From an optimization exercise on the open Yosys and OpenROAD flow, aimed at small area, a short achievable clock period and few clock cycles per item; shortcuts taken in it are not production practice. Only the layout flow was run in this run; the RTL was not checked for function there. No activity file was given, so power comes from the tool's default toggle rates.

## design/flow/run.sh

```bash
#!/bin/bash
# synth_recipe.tcl (not shown) runs the flow's synth.tcl, then flattens the netlist and writes it again
# the make line also repeats each setting of config.mk as NAME=value (left out here)
make -C /OpenROAD-flow-scripts/flow DESIGN_CONFIG=/design/flow/config.mk WORK_HOME=/design/flow/orfs CLKGATE_MAP_FILE= SYNTH_SCRIPT=/design/flow/synth_recipe.tcl finish
```

## design/flow/config.mk

```make
export PLATFORM = sky130hd
export DESIGN_NAME = mul_div_unit
export DESIGN_NICKNAME = mul_div_unit
export VERILOG_FILES = /design/flow/design.v
export SDC_FILE = /design/flow/constraint.sdc
export NUM_CORES = 4
export LEC_CHECK = 0
export CAP_MARGIN = 20
export CORE_MARGIN = 2
export CORE_UTILIZATION = 40
export SLEW_MARGIN = 20
```

## design/flow/constraint.sdc

```tcl
create_clock -name core_clock -period 5.0 [get_ports {Clk}]
set_input_delay 1.0000 -clock core_clock [delete_from_list [all_inputs] [get_ports {Clk}]]
set_output_delay 1.0000 -clock core_clock [all_outputs]
set_load 0.01 [all_outputs]
```

## design/flow/design.v

```verilog
module mul_div_unit #(
    parameter int WIDTH = 64
) (
    input  logic             Clk,
    input  logic             Reset,
    input  logic             Start,
    input  logic [2:0]       Op,
    input  logic [WIDTH-1:0] BusA,
    input  logic [WIDTH-1:0] BusB,
    input  logic [4:0]       DestReg,
    output logic             Busy,
    output logic             Done,
    output logic [WIDTH-1:0] Result,
    output logic [4:0]       RW,
    output logic             RegWr
);
    localparam int LW = $clog2(WIDTH) + 1;    
    localparam int CW = $clog2(WIDTH);        
    localparam logic [2:0] OP_MUL   = 3'b000;
    localparam logic [2:0] OP_UMULH = 3'b001;
    localparam logic [2:0] OP_SMULH = 3'b010;
    localparam logic [2:0] OP_UDIV  = 3'b011;
    localparam logic [2:0] OP_SDIV  = 3'b100;
    function automatic logic [LW-1:0] bitlen(input logic [WIDTH-1:0] v);
        logic [LW-1:0] n;
        n = '0;
        for (int i = 0; i < WIDTH; i++) if (v[i]) n = i + 1;
        bitlen = n;
    endfunction
    function automatic logic ones_run(input logic [WIDTH-1:0] v);
        logic r;
        r = 1'b1;
        for (int i = 0; i < WIDTH - 1; i++) if (v[i+1] && !v[i]) r = 1'b0;
        ones_run = r;
    endfunction
    logic             r_busy;      
    logic             r_done;      
    logic             r_fix;       
    logic             r_div;       
    logic             r_negq;      
    logic             r_selhi;     
    logic             r_ysg;       
    logic             r_bit;       
    logic             r_sub;       
    logic [CW-1:0]    r_cnt;       
    logic [4:0]       r_rw;
    logic [WIDTH-1:0] r_x;         
    logic [WIDTH-1:0] r_y;         
    logic [WIDTH-1:0] r_lo;        
    logic [WIDTH-1:0] r_hi;        
    logic             w_is_mul, w_is_div, w_is_rsv, w_msgn, w_dsgn;
    logic             w_sa, w_sb;
    logic [WIDTH-1:0] w_va, w_vb;
    logic [LW-1:0]    w_la, w_lb;
    logic [LW-1:0]    w_ma, w_mb;           
    logic [LW-1:0]    w_da, w_db;           
    logic             w_swap;
    logic [LW-1:0]    w_steps;
    logic             w_zero;
    logic [WIDTH-1:0] w_maga, w_magb;
    logic [WIDTH-1:0] w_x0, w_y0;
    assign w_is_mul = (Op == OP_MUL) || (Op == OP_UMULH) || (Op == OP_SMULH);
    assign w_is_div = (Op == OP_UDIV) || (Op == OP_SDIV);
    assign w_is_rsv = !w_is_mul && !w_is_div;
    assign w_msgn   = (Op == OP_MUL) || (Op == OP_SMULH);
    assign w_dsgn   = (Op == OP_SDIV);
    assign w_sa = (w_msgn || w_dsgn) && BusA[WIDTH-1];
    assign w_sb = (w_msgn || w_dsgn) && BusB[WIDTH-1];
    assign w_va = BusA ^ {WIDTH{w_sa}};
    assign w_vb = BusB ^ {WIDTH{w_sb}};
    assign w_la = bitlen(w_va);
    assign w_lb = bitlen(w_vb);
    assign w_ma = w_la + {{(LW-1){1'b0}}, w_sa};
    assign w_mb = w_lb + {{(LW-1){1'b0}}, w_sb};
    assign w_da = w_la + {{(LW-1){1'b0}}, w_sa && ones_run(w_va)};
    assign w_db = w_lb + {{(LW-1){1'b0}}, w_sb && ones_run(w_vb)};
    assign w_swap  = w_is_mul && (w_mb < w_ma);
    assign w_steps = w_is_div ? w_da : (w_swap ? w_mb : w_ma);
    assign w_zero  = w_is_rsv || (w_steps == '0) || (w_is_div && (w_db == '0 || w_da < w_db));
    assign w_maga = w_sa ? (~BusA + 1'b1) : BusA;
    assign w_magb = w_sb ? (~BusB + 1'b1) : BusB;
    assign w_x0   = w_is_div ? w_maga : (w_swap ? BusB : BusA);
    assign w_y0   = w_is_div ? w_magb : (w_swap ? BusA : BusB);
    logic [WIDTH-1:0] w_add_a, w_add_b;
    logic             w_cin;
    logic [WIDTH:0]   w_sum;
    logic             w_c, w_ge, w_e;
    logic [WIDTH-1:0] w_h, w_hpm, w_hi_mul, w_lo_div;
    logic             w_last;
    assign w_add_a = r_fix ? '0 : {r_lo[WIDTH-2:0], r_div & r_bit};
    assign w_add_b = r_fix ? ~r_hi
                   : r_div ? ~r_y
                   : (r_bit ? (r_y ^ {WIDTH{r_sub}}) : '0);
    assign w_cin   = r_fix || r_div || (r_bit && r_sub);
    assign w_sum   = {1'b0, w_add_a} + {1'b0, w_add_b} + {{WIDTH{1'b0}}, w_cin};
    assign w_c     = w_sum[WIDTH];
    assign w_ge     = r_lo[WIDTH-1] || w_c;
    assign w_lo_div = w_ge ? w_sum[WIDTH-1:0] : w_add_a;
    assign w_e      = r_bit && (r_ysg ^ r_sub);
    assign w_h      = {r_hi[WIDTH-2:0], r_lo[WIDTH-1]};
    assign w_hpm    = ((w_h ^ {WIDTH{w_e}}) + 1'b1) ^ {WIDTH{w_e}};
    assign w_hi_mul = (w_c ^ w_e) ? w_hpm : w_h;
    assign w_last = (r_cnt == '0);
    always_ff @(posedge Clk or posedge Reset) begin
        if (Reset) begin
            r_busy <= 1'b0;
            r_done <= 1'b0;
        end else if (!r_busy) begin
            r_done <= Start && w_zero;
            r_busy <= Start && !w_zero;
        end else if (r_fix || (w_last && !r_negq)) begin
            r_busy <= 1'b0;
            r_done <= 1'b1;
        end
    end
    always_ff @(posedge Clk) begin
        if (!r_busy) begin
            if (Start) begin
                r_rw    <= DestReg;
                r_fix   <= 1'b0;
                r_div   <= w_is_div;
                r_negq  <= w_dsgn && (w_sa ^ w_sb);
                r_selhi <= !(w_is_mul && !w_zero && Op == OP_MUL);
                r_ysg   <= w_msgn && (w_swap ? BusA[WIDTH-1] : BusB[WIDTH-1]);
                r_bit   <= 1'b1;
                r_sub   <= w_is_mul && (w_swap ? w_sb : w_sa);
                r_cnt   <= w_steps[CW-1:0] - 1'b1;
                r_x     <= w_x0;
                r_y     <= w_y0;
                r_lo    <= '0;
                r_hi    <= '0;
            end
        end else if (r_fix) begin
            r_lo    <= w_sum[WIDTH-1:0];
            r_selhi <= 1'b0;
        end else begin
            r_sub <= 1'b0;
            r_bit <= (r_cnt == '0) ? 1'b0 : r_x[r_cnt - 1'b1];
            r_cnt <= r_cnt - 1'b1;
            if (r_div) begin
                r_lo <= w_lo_div;
                r_hi <= {r_hi[WIDTH-2:0], w_ge};
            end else begin
                r_lo <= w_sum[WIDTH-1:0];
                r_hi <= w_hi_mul;
            end
            if (w_last) r_fix <= r_negq;
        end
    end
    assign Busy   = r_busy;
    assign Done   = r_done;
    assign Result = r_selhi ? r_hi : r_lo;
    assign RW     = r_rw;
    assign RegWr  = r_done && (r_rw != 5'd31);
endmodule
```

==> run notes <==
[cells in the mapped netlist (45+ instances only)]
cell type                  instances
sky130_fd_sc_hd__or3_1            47
sky130_fd_sc_hd__xnor2_1          78
sky130_fd_sc_hd__a211oi_1         50
sky130_fd_sc_hd__nor2_1          397
sky130_fd_sc_hd__clkbuf_1        302
sky130_fd_sc_hd__nand3_1         149
sky130_fd_sc_hd__nand4_1          57
sky130_fd_sc_hd__o221a_2          45
sky130_fd_sc_hd__nor2b_1          88
sky130_fd_sc_hd__xor2_1          116
sky130_fd_sc_hd__nor3_1          109
sky130_fd_sc_hd__o22ai_1         102
sky130_fd_sc_hd__o21ai_0         212
sky130_fd_sc_hd__ha_1             86
sky130_fd_sc_hd__a21o_1           63
sky130_fd_sc_hd__nor4_1           48
sky130_fd_sc_hd__edfxtp_1        274
sky130_fd_sc_hd__a21oi_1         353
sky130_fd_sc_hd__mux2_2           69
sky130_fd_sc_hd__nand2_1         382
sky130_fd_sc_hd__inv_1            84
[per-layer routing]
| layer | part of all wire (%) | wire, um |
|---|---|---|
| met5 | 0.035 | 46 |
| met3 | 8.5 | 11200 |
| met2 | 45 | 59300 |
| met4 | 6.0 | 7890 |
| met1 | 40 | 53200 |
[flip-flops by register name (all words and copies together) (netlist names), 5 cells and up]
signal / cells
r_rw: 5
r_lo: 64
r_hi: 64
r_cnt: 6
r_x: 64
r_y: 64
[power by group]
part	leakage, nW	switching (mW)	internal, mW
sequential	2.74	0.893	3.78
combinational	13.7	7.77	6.92
clock	0.534	1.08	1.49
[cell type report]
class	instances	area, um2
Sequential cell	276	8280
Tap cell	950	1190
Clock inverter	20	200
Clock buffer	41	898
Fill cell	6319	28200
Multi-Input combinational cell	3033	22100
Inverter	86	337
Timing Repair Buffer	1169	10500
Antenna cell	1	2.50
[final timing paths]
check / endpoint / depth (start not counted)
worst max-delay path: r_x[40] / 26
worst min register to register: r_fix / 2
min in group core_clock: r_fix / 2
worst max register to register: r_hi[56] / 24
max in group asynchronous: r_busy / 2
worst min-delay path: r_done / 2
[kinds of logic (layout without fill, tap and decap cells)]
kind of cell | Yosys count | count (layout) | share of synthesized area (%)
AND/OR/NAND/NOR | 1448 | 1449 | 23.9
AO/OA/AOI/OAI | 1188 | 1189 | 27.0
buffers and inverters | 437 | 1316 | 5.72
flip-flops | 276 | 276 | 28.6
XOR/XNOR | 194 | 194 | 5.86
multiplexers | 113 | 113 | 5.11
adder cells (fa/ha/maj) | 88 | 88 | 3.85
other | 0 | 1 | 0
[critical path: stages]
cell,delay (ns)
sky130_fd_sc_hd__buf_6,0.10
sky130_fd_sc_hd__buf_6,0.11
sky130_fd_sc_hd__a21o_4,0.21
sky130_fd_sc_hd__buf_12,0.15
sky130_fd_sc_hd__buf_6,0.12
sky130_fd_sc_hd__nor4_4,0.15
sky130_fd_sc_hd__a31oi_2,0.08
sky130_fd_sc_hd__a311oi_4,0.29
sky130_fd_sc_hd__nor4_2,0.09
sky130_fd_sc_hd__o31a_1,0.37
sky130_fd_sc_hd__or4b_4,0.56
sky130_fd_sc_hd__a211oi_4,0.32
sky130_fd_sc_hd__xor2_2,0.20
sky130_fd_sc_hd__inv_1,0.10
sky130_fd_sc_hd__ha_4,0.25
sky130_fd_sc_hd__nand3_2,0.08
sky130_fd_sc_hd__nor2_2,0.05
sky130_fd_sc_hd__nor4_2,0.33
sky130_fd_sc_hd__o211ai_1,0.20
sky130_fd_sc_hd__o21a_4,0.27
sky130_fd_sc_hd__buf_4,0.14
sky130_fd_sc_hd__buf_8,0.14
sky130_fd_sc_hd__buf_12,0.13
sky130_fd_sc_hd__clkbuf_16,0.17
sky130_fd_sc_hd__clkbuf_16,0.17
sky130_fd_sc_hd__o221a_4,0.24
[per-stage QoR]
stage / TNS (ns) / util [%] / worst slack (ns)
floorplan: -53.87 / - / -0.766
global placement: -269.45 / 53.8 / -2.02
detailed placement: -272.67 / 53.8 / -2.03
CTS: -60.93 / 57.7 / -0.516
global route: -101.97 / 60.7 / -0.923
finish: -79.05 / 60.7 / -0.709
[what timing repair did]
| action | in CTS | in global routing |
|---|---|---|
| buffers inserted | 44 | 46 |
| gates resized for setup | 358 | 343 |
| pin swaps | 89 | 200 |
| setup endpoints to repair | 263 | 266 |
| hold buffers | 0 | 0 |
| gates cloned | 13 | 16 |
==> metrics.md <==
| Metric | Value |
|---|---|
| Sequential share of the synthesized area | `between 20% and 30%` |
| Top Usage Layer GRT | `met2` |
| Post-DP HPWL | `slightly below 100 mm` |
| Clk pin slew, worst setup/hold paths | `0.06 ns` |
| Routed length per placed instance | `23.6 um` |
| Global-route wire length before repair | `between 150 and 200 mm` |
| Largest fanout on the critical path | `6` |
| Worst slew margin | `about a third` |
| Post-route ant nets | `0` |
| Grt met2 use | `52.0%` |
| Clock Sinks | `276` |
| Met3 usage | `4.19%` |
| Async set or reset register ratio after synthesis | `0.725%` |
| Tightest Hold Check Type | `input port to async pin` |
| Result of the run | `failed layout checks` |
| Slew at the pin closest to its max-slew limit | `1.02 ns` |
| Hold violation total from the final report | `0` |
| Port Buf Inserts | `210` |
| Total iterations of the first detailed-routing run | `6` |
| Number of setup violations in the final report | `139` |
| Worst IR Drop VDD | `0.380 mV` |
| Number of global-route vias before repair | `31600` |
| Critical path launch point | `Op[2]` |
| Smallest setup slack after layout | `-0.709 ns` |
| Endpoint type of the worst setup path | `register` |
| Initial Util | `between 40% and 50%` |
| Total CTS buffers | `34` |
| M1 GR Usage | `44.5%` |
| Library cell occupying the most area in the post-synthesis netlist | `sky130_fd_sc_hd__edfxtp_1` |
| Top library cells by usage in the layout, fill and taps aside | `sky130_fd_sc_hd__buf_4 (836), sky130_fd_sc_hd__nand2_1 (369), sky130_fd_sc_hd__nor2_1 (315)` |
| Post-synthesis net count | `3971` |
| Share of Yosys cell area claimed by the top area cell type | `28.4%` |
| CTS HTree Levels | `2` |
| Pin count of the biggest net entering global routing | `82` |
| Number of antenna violations at the first check in global routing | `7` |
| Core ar. | `0.0716 mm2` |
| Total Power Consumption | `21.9 mW` |
| Worst endpoint data arrival time | `6.03 ns` |
| EDFF count, synth | `between 200 and 300` |
| WS Path Type | `input port to register` |
| Synthesized area per cell | `about 7.7 um2` |
| Most common library cell in the layout ignoring fill and taps | `sky130_fd_sc_hd__buf_4` |
| Overall routed net length | `132 mm` |
| Data required, critical path | `5.32 ns` |
| Max Clock Skew | `0.0155 ns` |
| Number of max-slew violations in the final report | `0` |
| Non-Filler Instances | `5576` |
| Element type at the critical path start | `input port` |
| PwrDens | `505 mW/mm2` |
| Instance count of the mapped netlist | `3744` |
| Maximum clock path buffer count | `3` |
| DRC violation count after routing | `0` |
| Netlist area before placement | `between 0.02 and 0.03 mm2` |
| Final weighted congestion in routability-driven placement | `1.01` |
| Yosys reg bits | `276` |
| Causes of the layout check failure | `setup timing` |
| Die ar. | `0.0746 mm2` |
| Vert. Die Dim | `approximately 270 um` |
| # Max-Cap Violations | `0` |
| Site Rows | `between 90 and 100` |
| Predominant post-synthesis flop cell | `sky130_fd_sc_hd__edfxtp_1` |
| Distinct cells, synth | `just under 90` |
| Highest clock frequency the design can meet | `~180 MHz` |
| Reg2reg setup slack | `about 0.050 ns` |
| Initial DRC Count | `3572` |
| Number of warnings issued by yosys | `1` |
| Placed insts | `5414` |
| Top cells by area, synth | `sky130_fd_sc_hd__edfxtp_1 (28%), sky130_fd_sc_hd__a21oi_1 (6.1%), sky130_fd_sc_hd__nor2_1 (5.1%), sky130_fd_sc_hd__nand2_1 (4.9%), sky130_fd_sc_hd__clkbuf_1 (3.9%)` |
| Global-route usage over all layers | `between 30% and 40%` |
| Period Utilization, post-route | `114%` |
| Num ports | `211` |
| Setup repair after global routing missed its margin | `true` |
| Via count of the routed design | `34100` |
| Total number of nets in the final design | `roughly 4800` |
| Final critical path time including I/O delays and setup | `approximately 5.7 ns` |
| Cell area after layout | `0.0434 mm2` |
| Leakage power summed over all cells | `17.0 nW` |
| Overall die width | `between 200 and 300 um` |
| Clk Tree Root Cell | `sky130_fd_sc_hd__clkbuf_16` |
| Growth of design area from synthesis to finish | `49.9%` |
| CTS tree | `built` |
| Clock Latency Late Sink | `0.56 ns` |
| Cell area reported after detailed placement | `roughly 0.039 mm2` |
| Worst slack on hold paths | `0.605 ns` |
| Congestion Overflow GR | `0` |
| Vias per std cell | `just over 6` |
| Fraction of final layout cells with drive strength greater than 1 | `34.7%` |
| Reg-to-Reg Start | `r_sub` |

## what the ideal ports hide
Ports are ideal in the flow. The routed layout listed here was re-timed in OpenROAD.
Step 1 (the two cells are an assumption about what drives the block):
set clk [get_ports {Clk}]
set_driving_cell -lib_cell sky130_fd_sc_hd__clkbuf_16 $clk
set_driving_cell -lib_cell sky130_fd_sc_hd__buf_2 [delete_from_list [all_inputs] $clk]
Step 2, shift: input delay + t, output delay - t, t = (earliest + latest rising clock arrival at the registers) / 2. This alone moves slack from input paths to output paths.
Slacks: ideal / step 1 / step 2; pairs: ideal / step 1.
shift t [ns]: 0.619
slack for setup (ns): -0.709 / -0.676 / -1.294
slew at the worst register clock pin (ns): 0.06 / 0.06
For this run, drivers alone change the setup slack by +0.033 ns; drivers and shift together by -0.585 ns.
